What follows belongs to an exercise in optimizing a design on an open flow for small area, a short achievable clock period and few clock cycles; a production flow would make more cautious choices.
In this exercise RTL edits were held to simulation tests only and were not proved equivalent to the original.
Power and IR drop assume default switching activity.

==> design.v <==
package fpu_ss_pkg;
  typedef logic [3:0] id_t;
  typedef logic [4:0] fpr_addr_t;
  localparam logic [6:0] OPC_LOAD_FP  = 7'b0000111;
  localparam logic [6:0] OPC_STORE_FP = 7'b0100111;
  localparam logic [6:0] OPC_OP_FP    = 7'b1010011;
  typedef struct packed {
    logic [11:0] imm;
    fpr_addr_t   rs1;
    logic [2:0]  funct3;
    fpr_addr_t   rd;
    logic [6:0]  opcode;
  } i_fmt_t;
  typedef struct packed {
    logic [6:0] imm_hi;
    fpr_addr_t  rs2;
    fpr_addr_t  rs1;
    logic [2:0] funct3;
    logic [4:0] imm_lo;
    logic [6:0] opcode;
  } s_fmt_t;
  typedef union packed {
    i_fmt_t i_fmt;
    s_fmt_t s_fmt;
  } fpu_instr_u;
  typedef enum logic [2:0] {
    OP_NONE,
    OP_MV_W_X,
    OP_MV_X_W,
    OP_SGNJ,
    OP_SGNJN,
    OP_SGNJX,
    OP_LOAD,
    OP_STORE
  } fpu_op_e;
  typedef struct packed {
    fpu_op_e     op;
    fpr_addr_t   rd;
    fpr_addr_t   rs1;
    fpr_addr_t   rs2;
    logic        rd_is_fp;
    logic        use_rs1_fp;
    logic        use_rs2_fp;
    logic [2:0]  funct3;
    logic [11:0] offset;
  } dec_instr_t;
  typedef struct packed {
    fpu_instr_u  instr;
    logic [31:0] rs1;
    id_t         id;
  } x_issue_req_t;
  typedef struct packed {
    logic accept;
    logic writeback;
    logic loadstore;
  } x_issue_resp_t;
  typedef struct packed {
    logic [31:0] addr;
    logic [31:0] wdata;
    logic        we;
    logic [2:0]  size;
    id_t         id;
  } x_mem_req_t;
  typedef struct packed {
    logic [31:0] rdata;
    id_t         id;
  } x_mem_result_t;
  typedef struct packed {
    id_t         id;
    logic [31:0] data;
    fpr_addr_t   rd;
    logic        we;
  } x_result_t;
  typedef struct packed {
    id_t       id;
    fpr_addr_t rd;
  } load_meta_t;
endpackage
module fpu_ss_decoder (
  input  fpu_ss_pkg::fpu_instr_u    instr_i,
  output fpu_ss_pkg::dec_instr_t    dec_o,
  output fpu_ss_pkg::x_issue_resp_t resp_o
);
  fpu_ss_pkg::fpu_op_e op;
  logic [6:0]          funct7;
  logic [2:0]          funct3;
  logic                is_sgnj;
  assign funct7 = instr_i.s_fmt.imm_hi;
  assign funct3 = instr_i.i_fmt.funct3;
  always_comb begin
    op = fpu_ss_pkg::OP_NONE;
    case (instr_i.i_fmt.opcode)
      fpu_ss_pkg::OPC_LOAD_FP: begin
        if (funct3 == 3'b010) op = fpu_ss_pkg::OP_LOAD;
      end
      fpu_ss_pkg::OPC_STORE_FP: begin
        if (funct3 == 3'b010) op = fpu_ss_pkg::OP_STORE;
      end
      fpu_ss_pkg::OPC_OP_FP: begin
        case (funct7)
          7'b0010000: begin
            case (funct3)
              3'b000:  op = fpu_ss_pkg::OP_SGNJ;
              3'b001:  op = fpu_ss_pkg::OP_SGNJN;
              3'b010:  op = fpu_ss_pkg::OP_SGNJX;
              default: op = fpu_ss_pkg::OP_NONE;
            endcase
          end
          7'b1111000: begin
            if (instr_i.s_fmt.rs2 == '0 && funct3 == 3'b000) op = fpu_ss_pkg::OP_MV_W_X;
          end
          7'b1110000: begin
            if (instr_i.s_fmt.rs2 == '0 && funct3 == 3'b000) op = fpu_ss_pkg::OP_MV_X_W;
          end
          default: op = fpu_ss_pkg::OP_NONE;
        endcase
      end
      default: op = fpu_ss_pkg::OP_NONE;
    endcase
  end
  assign is_sgnj = (op == fpu_ss_pkg::OP_SGNJ) || (op == fpu_ss_pkg::OP_SGNJN) ||
                   (op == fpu_ss_pkg::OP_SGNJX);
  always_comb begin
    dec_o            = '0;
    dec_o.op         = op;
    dec_o.rd         = instr_i.i_fmt.rd;
    dec_o.rs1        = instr_i.i_fmt.rs1;
    dec_o.rs2        = instr_i.s_fmt.rs2;
    dec_o.funct3     = funct3;
    dec_o.rd_is_fp   = is_sgnj || (op == fpu_ss_pkg::OP_MV_W_X) || (op == fpu_ss_pkg::OP_LOAD);
    dec_o.use_rs1_fp = is_sgnj || (op == fpu_ss_pkg::OP_MV_X_W);
    dec_o.use_rs2_fp = is_sgnj || (op == fpu_ss_pkg::OP_STORE);
    if (op == fpu_ss_pkg::OP_STORE) begin
      dec_o.offset = {instr_i.s_fmt.imm_hi, instr_i.s_fmt.imm_lo};
    end else begin
      dec_o.offset = instr_i.i_fmt.imm;
    end
  end
  assign resp_o.accept    = (op != fpu_ss_pkg::OP_NONE);
  assign resp_o.writeback = (op == fpu_ss_pkg::OP_MV_X_W);
  assign resp_o.loadstore = (op == fpu_ss_pkg::OP_LOAD) || (op == fpu_ss_pkg::OP_STORE);
endmodule
module fpu_ss_regfile (
  input  logic                  clk_i,
  input  logic                  rst_n_i,
  input  fpu_ss_pkg::fpr_addr_t raddr_a_i,
  input  fpu_ss_pkg::fpr_addr_t raddr_b_i,
  output logic [31:0]           rdata_a_o,
  output logic [31:0]           rdata_b_o,
  input  logic                  we_a_i,
  input  fpu_ss_pkg::fpr_addr_t waddr_a_i,
  input  logic [31:0]           wdata_a_i,
  input  logic                  we_b_i,
  input  fpu_ss_pkg::fpr_addr_t waddr_b_i,
  input  logic [31:0]           wdata_b_i
);
  logic [31:0][31:0] regs_q;
  always_ff @(posedge clk_i or negedge rst_n_i) begin
    if (!rst_n_i) begin
      regs_q <= '0;
    end else begin
      if (we_a_i) regs_q[waddr_a_i] <= wdata_a_i;
      if (we_b_i) regs_q[waddr_b_i] <= wdata_b_i;
    end
  end
  assign rdata_a_o = regs_q[raddr_a_i];
  assign rdata_b_o = regs_q[raddr_b_i];
endmodule
module fpu_ss_load_tracker #(
  parameter int MEM_FIFO_DEPTH = 3
) (
  input  logic                      clk_i,
  input  logic                      rst_n_i,
  input  fpu_ss_pkg::dec_instr_t    dec_i,
  input  logic                      push_i,
  input  fpu_ss_pkg::load_meta_t    push_meta_i,
  output logic                      full_o,
  output logic                      hazard_o,
  input  logic                      mem_result_valid_i,
  input  fpu_ss_pkg::x_mem_result_t mem_result_i,
  output logic                      we_o,
  output fpu_ss_pkg::fpr_addr_t     waddr_o,
  output logic [31:0]               wdata_o
);
  localparam int PTR_W = (MEM_FIFO_DEPTH > 1) ? $clog2(MEM_FIFO_DEPTH) : 1;
  localparam int CNT_W = $clog2(MEM_FIFO_DEPTH + 1);
  logic [$bits(push_meta_i)-1:0] fifo_q [MEM_FIFO_DEPTH];
  fpu_ss_pkg::load_meta_t head;
  logic [PTR_W-1:0]       wr_ptr_q;
  logic [PTR_W-1:0]       rd_ptr_q;
  logic [CNT_W-1:0]       count_q;
  logic [31:0]            pending_q;
  logic [31:0]            set_mask;
  logic [31:0]            clr_mask;
  function automatic logic [PTR_W-1:0] ptr_next(input logic [PTR_W-1:0] ptr);
    ptr_next = (ptr == PTR_W'(MEM_FIFO_DEPTH - 1)) ? '0 : ptr + 1'b1;
  endfunction
  assign head   = fifo_q[rd_ptr_q];
  assign full_o = (count_q == CNT_W'(MEM_FIFO_DEPTH));
  always_ff @(posedge clk_i) begin
    if (push_i) fifo_q[wr_ptr_q] <= push_meta_i;
  end
  always_ff @(posedge clk_i or negedge rst_n_i) begin
    if (!rst_n_i) begin
      wr_ptr_q <= '0;
      rd_ptr_q <= '0;
      count_q  <= '0;
    end else begin
      if (push_i) wr_ptr_q <= ptr_next(wr_ptr_q);
      if (mem_result_valid_i) rd_ptr_q <= ptr_next(rd_ptr_q);
      if (push_i && !mem_result_valid_i) begin
        count_q <= count_q + 1'b1;
      end else if (!push_i && mem_result_valid_i) begin
        count_q <= count_q - 1'b1;
      end
    end
  end
  assign set_mask = push_i ? (32'd1 << push_meta_i.rd) : '0;
  assign clr_mask = mem_result_valid_i ? (32'd1 << head.rd) : '0;
  always_ff @(posedge clk_i or negedge rst_n_i) begin
    if (!rst_n_i) begin
      pending_q <= '0;
    end else begin
      pending_q <= (pending_q & ~clr_mask) | set_mask;
    end
  end
  assign hazard_o = (dec_i.use_rs1_fp && pending_q[dec_i.rs1]) ||
                    (dec_i.use_rs2_fp && pending_q[dec_i.rs2]) ||
                    (dec_i.rd_is_fp && pending_q[dec_i.rd]);
  assign we_o    = mem_result_valid_i;
  assign waddr_o = head.rd;
  assign wdata_o = mem_result_i.rdata;
endmodule
module fpu_ss_exec (
  input  logic                      clk_i,
  input  logic                      rst_n_i,
  input  logic                      issue_valid_i,
  input  fpu_ss_pkg::x_issue_req_t  issue_req_i,
  input  fpu_ss_pkg::dec_instr_t    dec_i,
  input  logic                      accept_i,
  input  logic                      hazard_i,
  input  logic                      load_full_i,
  input  logic [31:0]               rdata_a_i,
  input  logic [31:0]               rdata_b_i,
  output logic                      issue_ready_o,
  output logic                      mem_valid_o,
  input  logic                      mem_ready_i,
  output fpu_ss_pkg::x_mem_req_t    mem_req_o,
  output logic                      load_push_o,
  output fpu_ss_pkg::load_meta_t    load_meta_o,
  output logic                      result_valid_o,
  input  logic                      result_ready_i,
  output fpu_ss_pkg::x_result_t     result_o,
  output logic                      fp_we_o,
  output fpu_ss_pkg::fpr_addr_t     fp_waddr_o,
  output logic [31:0]               fp_wdata_o
);
  typedef struct packed {
    fpu_ss_pkg::dec_instr_t dec;
    fpu_ss_pkg::id_t        id;
    logic [31:0]            op_a;
    logic [31:0]            op_b;
    logic [31:0]            int_rs1;
  } stage_t;
  stage_t      stage_q;
  logic        busy_q;
  logic        started_q;
  logic        take;
  logic        is_mem;
  logic        is_load;
  logic        mem_fire;
  logic        res_fire;
  logic [31:0] fp_val;
  assign take     = issue_valid_i && issue_ready_o && accept_i;
  assign is_load  = (stage_q.dec.op == fpu_ss_pkg::OP_LOAD);
  assign is_mem   = is_load || (stage_q.dec.op == fpu_ss_pkg::OP_STORE);
  assign mem_fire = mem_valid_o && mem_ready_i;
  assign res_fire = result_valid_o && result_ready_i;
  assign issue_ready_o = started_q && !busy_q && !hazard_i;
  always_ff @(posedge clk_i) begin
    if (take) begin
      stage_q.dec     <= dec_i;
      stage_q.id      <= issue_req_i.id;
      stage_q.op_a    <= rdata_a_i;
      stage_q.op_b    <= rdata_b_i;
      stage_q.int_rs1 <= issue_req_i.rs1;
    end
  end
  always_ff @(posedge clk_i or negedge rst_n_i) begin
    if (!rst_n_i) begin
      busy_q    <= 1'b0;
      started_q <= 1'b0;
    end else begin
      started_q <= 1'b1;
      if (take) begin
        busy_q <= 1'b1;
      end else if (mem_fire || res_fire) begin
        busy_q <= 1'b0;
      end
    end
  end
  always_comb begin
    case (stage_q.dec.op)
      fpu_ss_pkg::OP_SGNJ:  fp_val = {stage_q.op_b[31], stage_q.op_a[30:0]};
      fpu_ss_pkg::OP_SGNJN: fp_val = {~stage_q.op_b[31], stage_q.op_a[30:0]};
      fpu_ss_pkg::OP_SGNJX: fp_val = {stage_q.op_a[31] ^ stage_q.op_b[31], stage_q.op_a[30:0]};
      fpu_ss_pkg::OP_MV_W_X: fp_val = stage_q.int_rs1;
      default:              fp_val = stage_q.op_a;
    endcase
  end
  assign result_valid_o = busy_q && !is_mem;
  assign result_o.id    = stage_q.id;
  assign result_o.data  = fp_val;
  assign result_o.rd    = stage_q.dec.rd;
  assign result_o.we    = !stage_q.dec.rd_is_fp;
  assign fp_we_o    = res_fire && stage_q.dec.rd_is_fp;
  assign fp_waddr_o = stage_q.dec.rd;
  assign fp_wdata_o = fp_val;
  assign mem_valid_o     = busy_q && is_mem && !(is_load && load_full_i);
  assign mem_req_o.addr  = stage_q.int_rs1 + {{20{stage_q.dec.offset[11]}}, stage_q.dec.offset};
  assign mem_req_o.wdata = stage_q.op_b;
  assign mem_req_o.we    = !is_load;
  assign mem_req_o.size  = stage_q.dec.funct3;
  assign mem_req_o.id    = stage_q.id;
  assign load_push_o    = mem_fire && is_load;
  assign load_meta_o.id = stage_q.id;
  assign load_meta_o.rd = stage_q.dec.rd;
endmodule
module fpu_ss_top #(
  parameter int MEM_FIFO_DEPTH = 3
) (
  input  logic                      clk_i,
  input  logic                      rst_n_i,
  input  logic                      x_issue_valid_i,
  input  fpu_ss_pkg::x_issue_req_t  x_issue_req_i,
  output logic                      x_issue_ready_o,
  output fpu_ss_pkg::x_issue_resp_t x_issue_resp_o,
  output logic                      x_mem_valid_o,
  input  logic                      x_mem_ready_i,
  output fpu_ss_pkg::x_mem_req_t    x_mem_req_o,
  input  logic                      x_mem_result_valid_i,
  input  fpu_ss_pkg::x_mem_result_t x_mem_result_i,
  output logic                      x_result_valid_o,
  input  logic                      x_result_ready_i,
  output fpu_ss_pkg::x_result_t     x_result_o
);
  fpu_ss_pkg::dec_instr_t dec;
  fpu_ss_pkg::load_meta_t load_meta;
  fpu_ss_pkg::fpr_addr_t  fp_waddr_a;
  fpu_ss_pkg::fpr_addr_t  fp_waddr_b;
  logic [31:0]            rdata_a;
  logic [31:0]            rdata_b;
  logic [31:0]            fp_wdata_a;
  logic [31:0]            fp_wdata_b;
  logic                   fp_we_a;
  logic                   fp_we_b;
  logic                   load_push;
  logic                   load_full;
  logic                   hazard;
  fpu_ss_decoder i_decoder (
    .instr_i (x_issue_req_i.instr),
    .dec_o   (dec),
    .resp_o  (x_issue_resp_o)
  );
  fpu_ss_regfile i_regfile (
    .clk_i     (clk_i),
    .rst_n_i   (rst_n_i),
    .raddr_a_i (dec.rs1),
    .raddr_b_i (dec.rs2),
    .rdata_a_o (rdata_a),
    .rdata_b_o (rdata_b),
    .we_a_i    (fp_we_a),
    .waddr_a_i (fp_waddr_a),
    .wdata_a_i (fp_wdata_a),
    .we_b_i    (fp_we_b),
    .waddr_b_i (fp_waddr_b),
    .wdata_b_i (fp_wdata_b)
  );
  fpu_ss_load_tracker #(
    .MEM_FIFO_DEPTH (MEM_FIFO_DEPTH)
  ) i_load_tracker (
    .clk_i              (clk_i),
    .rst_n_i            (rst_n_i),
    .dec_i              (dec),
    .push_i             (load_push),
    .push_meta_i        (load_meta),
    .full_o             (load_full),
    .hazard_o           (hazard),
    .mem_result_valid_i (x_mem_result_valid_i),
    .mem_result_i       (x_mem_result_i),
    .we_o               (fp_we_b),
    .waddr_o            (fp_waddr_b),
    .wdata_o            (fp_wdata_b)
  );
  fpu_ss_exec i_exec (
    .clk_i          (clk_i),
    .rst_n_i        (rst_n_i),
    .issue_valid_i  (x_issue_valid_i),
    .issue_req_i    (x_issue_req_i),
    .dec_i          (dec),
    .accept_i       (x_issue_resp_o.accept),
    .hazard_i       (hazard),
    .load_full_i    (load_full),
    .rdata_a_i      (rdata_a),
    .rdata_b_i      (rdata_b),
    .issue_ready_o  (x_issue_ready_o),
    .mem_valid_o    (x_mem_valid_o),
    .mem_ready_i    (x_mem_ready_i),
    .mem_req_o      (x_mem_req_o),
    .load_push_o    (load_push),
    .load_meta_o    (load_meta),
    .result_valid_o (x_result_valid_o),
    .result_ready_i (x_result_ready_i),
    .result_o       (x_result_o),
    .fp_we_o        (fp_we_a),
    .fp_waddr_o     (fp_waddr_a),
    .fp_wdata_o     (fp_wdata_a)
  );
endmodule
module fpu_ss (
  input  logic        clk_i,
  input  logic        rst_n_i,
  input  logic        x_issue_valid_i,
  input  logic [31:0] x_issue_instr_i,
  input  logic [31:0] x_issue_rs1_i,
  input  logic [3:0]  x_issue_id_i,
  output logic        x_issue_ready_o,
  output logic        x_issue_accept_o,
  output logic        x_issue_writeback_o,
  output logic        x_issue_loadstore_o,
  output logic        x_mem_valid_o,
  input  logic        x_mem_ready_i,
  output logic [31:0] x_mem_addr_o,
  output logic [31:0] x_mem_wdata_o,
  output logic        x_mem_we_o,
  output logic [2:0]  x_mem_size_o,
  output logic [3:0]  x_mem_id_o,
  input  logic        x_mem_result_valid_i,
  input  logic [31:0] x_mem_result_rdata_i,
  input  logic [3:0]  x_mem_result_id_i,
  output logic        x_result_valid_o,
  input  logic        x_result_ready_i,
  output logic [3:0]  x_result_id_o,
  output logic [31:0] x_result_data_o,
  output logic [4:0]  x_result_rd_o,
  output logic        x_result_we_o
);
  fpu_ss_pkg::x_issue_req_t  issue_req;
  fpu_ss_pkg::x_issue_resp_t issue_resp;
  fpu_ss_pkg::x_mem_req_t    mem_req;
  fpu_ss_pkg::x_mem_result_t mem_result;
  fpu_ss_pkg::x_result_t     result;
  assign issue_req.instr   = x_issue_instr_i;
  assign issue_req.rs1     = x_issue_rs1_i;
  assign issue_req.id      = x_issue_id_i;
  assign mem_result.rdata  = x_mem_result_rdata_i;
  assign mem_result.id     = x_mem_result_id_i;
  assign x_issue_accept_o    = issue_resp.accept;
  assign x_issue_writeback_o = issue_resp.writeback;
  assign x_issue_loadstore_o = issue_resp.loadstore;
  assign x_mem_addr_o        = mem_req.addr;
  assign x_mem_wdata_o       = mem_req.wdata;
  assign x_mem_we_o          = mem_req.we;
  assign x_mem_size_o        = mem_req.size;
  assign x_mem_id_o          = mem_req.id;
  assign x_result_id_o       = result.id;
  assign x_result_data_o     = result.data;
  assign x_result_rd_o       = result.rd;
  assign x_result_we_o       = result.we;
  fpu_ss_top #(
    .MEM_FIFO_DEPTH (3)
  ) i_fpu_ss_top (
    .clk_i                (clk_i),
    .rst_n_i              (rst_n_i),
    .x_issue_valid_i      (x_issue_valid_i),
    .x_issue_req_i        (issue_req),
    .x_issue_ready_o      (x_issue_ready_o),
    .x_issue_resp_o       (issue_resp),
    .x_mem_valid_o        (x_mem_valid_o),
    .x_mem_ready_i        (x_mem_ready_i),
    .x_mem_req_o          (mem_req),
    .x_mem_result_valid_i (x_mem_result_valid_i),
    .x_mem_result_i       (mem_result),
    .x_result_valid_o     (x_result_valid_o),
    .x_result_ready_i     (x_result_ready_i),
    .x_result_o           (result)
  );
endmodule
==> run.sh <==
#!/bin/bash
# synth_recipe.tcl (not shown) runs the flow's synth.tcl, then flattens the netlist and writes it again
# the make line also repeats each setting of config.mk as NAME=value (left out here)
make -C /OpenROAD-flow-scripts/flow DESIGN_CONFIG=/design/flow/config.mk WORK_HOME=/design/flow/orfs CLKGATE_MAP_FILE= SYNTH_SCRIPT=/design/flow/synth_recipe.tcl finish
==> config.mk <==
export PLATFORM = sky130hd
export DESIGN_NAME = fpu_ss
export DESIGN_NICKNAME = fpu_ss
export VERILOG_FILES = /design/flow/design.v
export SDC_FILE = /design/flow/constraint.sdc
export NUM_CORES = 4
export LEC_CHECK = 0
export CAP_MARGIN = 20
export CORE_MARGIN = 2
export CORE_UTILIZATION = 40
export SLEW_MARGIN = 20
==> constraint.sdc <==
create_clock -name core_clock -period 5.5 [get_ports {clk_i}]
set_input_delay 1.1000 -clock core_clock [delete_from_list [all_inputs] [get_ports {clk_i}]]
set_output_delay 1.1000 -clock core_clock [all_outputs]
set_load 0.01 [all_outputs]
==> qor.txt <==
JOB
---------------------------------------------------------------------------------
Max-cap violation count ............................................            0

TIMING
---------------------------------------------------------------------------------
Number of hold-slack violations in the final timing report .........            0
Min Tclk post-route ................................................     5.403 ns
Slew HR ............................................................       15.74%
Unrepaired setup endpoints after global routing ....................          yes
Maximum operating frequency ........................................    185.1 MHz
Final cycle utilization of the critical path .......................       98.23%
Max Clock Skew .....................................................   0.04033 ns
Final count of pins violating max slew .............................            0
WHS ................................................................    0.2808 ns
Setup TNS ..........................................................         0 ns
Worst-Margin Slew ..................................................     1.260 ns
Count of endpoints failing setup in the final report ...............            0

YOSYS
---------------------------------------------------------------------------------
Post-synthesis sequential area ratio ...............................       42.90%
Cell variety after synth ...........................................           73
Leading cell types by total area after synthesis ................... sky130_fd_sc_hd__dfrtp_1, sky130_fd_sc_hd__mux4_2, sky130_fd_sc_hd__a22oi_1, sky130_fd_sc_hd__edfxtp_1, sky130_fd_sc_hd__o21ai_0
Number of cells produced by synthesis ..............................        6,533
Primary FF master, synth ........................................... sky130_fd_sc_hd__dfrtp_1
Register bit count reported by yosys ...............................        1,203
Post-synth EDFFs ...................................................          139
Total nets after synthesis .........................................        6,690
Area fraction of the dominant cell type after synthesis ............       37.09%
Synthesized cell area .............................................. 71,790 sq um
Biggest area consumer among synthesized cells ...................... sky130_fd_sc_hd__dfrtp_1
Mean post-synth cell area ..........................................  10.99 sq um
YS warnings ........................................................            4
Share of async-settable or async-resettable flops after synthesis ..       88.45%

CLOCK NETWORK
---------------------------------------------------------------------------------
H-tree depth .......................................................            4
Clock latency of the later-clocked register in the worst-skew pair .      0.82 ns
Clock buffer depth .................................................            3
Clock-pin slew on the worst setup and hold paths ...................      0.06 ns
CTS Hold Buffers Added .............................................            0
Root cell of the clock tree ........................................ sky130_fd_sc_hd__clkbuf_16
Number of CTS-inserted buffers .....................................          142
TritonCTS clock tree ...............................................        built
Sink Count .........................................................        1,203

ROUTE
---------------------------------------------------------------------------------
Detail Route Antenna Nets ..........................................            0
Total number of vias ...............................................       60,298
Number of iterations in the first detailed-routing pass ............            9
Per-cell routed wire length ........................................     34.13 um
Via count normalized by instance count .............................        6.837
Post-route DRC .....................................................            0
Drt initial violations .............................................        9,232
Routed WL ..........................................................   301,000 um

FINAL LAYOUT
---------------------------------------------------------------------------------
Synth-to-Final Area Change .........................................       12.83%
Final net count ....................................................        6,498
Fraction of layout instances using a drive strength above 1 ........       22.10%

PWR
---------------------------------------------------------------------------------
Switching Share ....................................................       31.01%
Logic gate share of total power ....................................        29.8%
Flop pwr share .....................................................        43.0%
Peak supply drop ...................................................  0.0003853 V
Clock power frac ...................................................        27.2%
Net switching power ................................................     11.01 mW
Power density over the cells ....................................... 438.2 nW/um^2
Int Pwr ............................................................     24.49 mW
Leakage ............................................................     31.37 nW

CRITICAL PATH
---------------------------------------------------------------------------------
CP Class ...........................................................      reg2out
Highest fanout seen on the critical path ...........................            4
CP startpoint kind .................................................     register
Required arrival time at the worst endpoint ........................      4.40 ns
Critical R2R Launch ................................................ i_fpu_ss_top.i_exec.stage_q[128]
Number of cells traversed by the worst register-to-register path ...           12
Arrival time of data at the critical path endpoint .................      4.30 ns
Reg-to-reg critical path endpoint .................................. i_fpu_ss_top.i_regfile.regs_q[672]
Internal reg-to-reg setup slack ....................................      1.00 ns
Endpoint type of the worst setup path .............................. primary output

GLOBAL ROUTING
---------------------------------------------------------------------------------
Total gr overflow ..................................................            0
Wire length of the first global-routing pass .......................   424,200 um
Met1 capacity usage during global routing ..........................       41.24%
Largest net degree at the start of global routing ..................          134
Top Usage Layer GRT ................................................         met2
Global-route met3 utilization ......................................       13.10%
Via count of the first global-routing pass .........................       57,651
Number of antenna violations at the first check in global routing ..           13
GRT Util Overall ...................................................       32.35%
Global-route met2 utilization ......................................       46.65%

PLACE
---------------------------------------------------------------------------------
Routability Congestion .............................................       0.9276
Number of port buffers .............................................          225
Sum of net half-perimeters after detailed placement ................   176,800 um

FLOORPLAN
---------------------------------------------------------------------------------
Total core area .................................................... 178,400 sq um
Number of placed I/O pins ..........................................          230
Site row count .....................................................          155
Initial Util .......................................................       40.24%
Die boundary width .................................................     427.6 um
Overall die area ................................................... 182,900 sq um
Height of the chip .................................................     427.6 um

HOLD PATH
---------------------------------------------------------------------------------
Worst Hold Class ...................................................     in2async

STATUS
---------------------------------------------------------------------------------
Run status .........................................................  no timing/DRC/antenna violations

## cell type report
class / count / area (sq um)
antenna: 7 / 17.52
sequential: 1203 / 30800
multi-input combinational: 4441 / 37390
timing repair buffer: 490 / 4936
inverter: 63 / 236.5
clock buffer: 213 / 4320
tap: 2355 / 2947
clock inverter: 47 / 354.1
fill: 16101 / 97420
## cell usage in the layout, fill, tap and decap left out, drive strengths merged, types with 10 or more instances in the layout
master / instances
clkinv: 37
mux2: 103
clkdlybuf4s50: 212
or3: 16
xnor2: 24
nand2: 689
mux4: 668
or2: 13
buf: 278
inv: 66
o21ai: 697
edfxtp: 139
nor2b: 10
xor2: 11
a22oi: 995
mux2i: 43
ha: 46
nor2: 523
clkbuf: 213
a21oi: 447
dfrtp: 1064
nand3: 35
nor3: 21
a21o: 11
## Yosys cell counts (46+ instances only)
cell type                     n
sky130_fd_sc_hd__mux4_2     668
sky130_fd_sc_hd__nand2_1    688
sky130_fd_sc_hd__clkbuf_1   507
sky130_fd_sc_hd__mux2_2     100
sky130_fd_sc_hd__a21oi_1    447
sky130_fd_sc_hd__nor2_1     519
sky130_fd_sc_hd__ha_1        46
sky130_fd_sc_hd__buf_1       48
sky130_fd_sc_hd__buf_4       53
sky130_fd_sc_hd__dfrtp_1   1064
sky130_fd_sc_hd__a22oi_1    995
sky130_fd_sc_hd__edfxtp_1   139
sky130_fd_sc_hd__o21ai_0    653
sky130_fd_sc_hd__buf_2      151
sky130_fd_sc_hd__inv_1       63
sky130_fd_sc_hd__buf_6       58
## worst max-delay path: stages (launching register included)
cell                              delay (ns)
sky130_fd_sc_hd__edfxtp_1               0.64
sky130_fd_sc_hd__ha_1                   0.49
sky130_fd_sc_hd__o21ai_0                0.10
sky130_fd_sc_hd__nor4_1                 0.29
sky130_fd_sc_hd__o21ai_2                0.15
sky130_fd_sc_hd__a32o_1                 0.31
sky130_fd_sc_hd__o31ai_1                0.26
sky130_fd_sc_hd__buf_4                  0.17
sky130_fd_sc_hd__a2111oi_0              0.10
sky130_fd_sc_hd__nor3_1                 0.24
sky130_fd_sc_hd__xor2_1                 0.19
sky130_fd_sc_hd__clkdlybuf4s50_1        0.56
## cell families after synthesis
kind of cell / after synthesis / synth area share, %
AO/OA/AOI/OAI: 2196 / 19.02
flip-flops: 1203 / 42.90
XOR/XNOR: 35 / 0.4375
buffers and inverters: 889 / 5.811
other: 1 / 0.005224
AND/OR/NAND/NOR: 1348 / 7.738
multiplexers: 814 / 23.26
adder cells (fa/ha/maj): 47 / 0.8296
## per-stage QoR
step                util (%)  std cells  setup slack (ns)  power, mW  instance area (sq um)
floorplan                  -       6533           -0.5510      22.76                  71850
global placement       42.70       8541            0.3593      25.16                  76180
detailed placement     42.71       8542            0.4776      25.73                  76210
CTS                    45.33       8802           0.04376      35.34                  80890
global route           45.39       8812          0.004877      37.11                  80980
finish                 45.40       8819           0.09716      35.50                  81000
## what timing repair did
| action | 4_1_cts | 5_1_grt |
|---|---|---|
| resized for setup | 1 | 4 |
| setup buffers | 0 | 10 |
| cloned | 0 | 0 |
| setup endpoints to repair | 1 | 6 |
## registers in the layout (all words and copies together), names as in the netlist
name	count
i_fpu_ss_top.i_load_tracker.count_q	2
i_fpu_ss_top.i_load_tracker.rd_ptr_q	2
i_fpu_ss_top.i_exec.stage_q	124
i_fpu_ss_top.i_regfile.regs_q	1024
i_fpu_ss_top.i_load_tracker.pending_q	32
i_fpu_ss_top.i_load_tracker.wr_ptr_q	2
i_fpu_ss_top.i_exec.busy_q	1
i_fpu_ss_top.i_load_tracker.fifo_q	15
i_fpu_ss_top.i_exec.started_q	1
## per-layer routing
layer	part of all wire [%]	wire length, um	vias to the layer above
li1	-	-	24370
met1	36	108800	30029
met2	43	128800	4811
met3	15	44040	1070
met4	6.3	19050	18
met5	0.080	240	-
## power by group through the flow
stage | registers [mW] | logic, mW | clock network [mW]
floorplan | 14.4 | 8.39 | 0
global placement | 15.0 | 10.2 | 0
detailed placement | 15.2 | 10.5 | 0
CTS | 15.1 | 10.5 | 9.69
global route | 15.7 | 11.4 | 10.0
finish | 15.3 | 10.6 | 9.65
## worst max path at each step
| stage | startpoint | to | slack, ns | cells past startpoint |
|---|---|---|---|---|
| 3_3_place_gp | x_issue_instr_i[7] | x_issue_ready_o | 0.36 | 10 |
| 5_1_grt | i_fpu_ss_top.i_exec.stage_q[111] | x_mem_addr_o[30] | 0.005 | 11 |
| 4_1_cts | i_fpu_ss_top.i_exec.stage_q[1] | x_mem_addr_o[29] | 0.04 | 11 |
| 3_5_place_dp | x_issue_instr_i[7] | x_issue_ready_o | 0.48 | 10 |
| 6_report | i_fpu_ss_top.i_exec.stage_q[4] | x_mem_addr_o[29] | 0.1 | 11 |
| 2_1_floorplan | x_issue_instr_i[20] | i_fpu_ss_top.i_exec.stage_q[0] | -0.55 | 8 |
Testbench counts, summed over its fixed seeds: cycles 42,227.

[re-timing with driven ports]
How much do the figures lean on ideal ports? The routed layout below was timed once more, with nothing changed but the port constraints. Step 1 (the two cells are an assumption about what drives the block):
set clk [get_ports {clk_i}]
set_driving_cell -lib_cell sky130_fd_sc_hd__clkbuf_16 $clk
set_driving_cell -lib_cell sky130_fd_sc_hd__buf_2 [delete_from_list [all_inputs] $clk]
Step 2, shift: input delay + t, output delay - t, t = (earliest + latest rising clock arrival at the registers) / 2. This alone moves slack from input paths to output paths. Slacks: ideal ports / drivers / drivers and shift; pairs: ideal ports / drivers.
shift t [ns]: 0.885
setup WS [ns]: 0.097 / 0.008 / 0.443
worst hold slack (ns): 0.281 / 0.264 / 0.490
worst data-port slew with drivers (ns): 0.15
After both steps setup and hold are still met in this run. For this run, drivers alone change the setup slack by -0.089 ns; drivers and shift together by +0.346 ns.
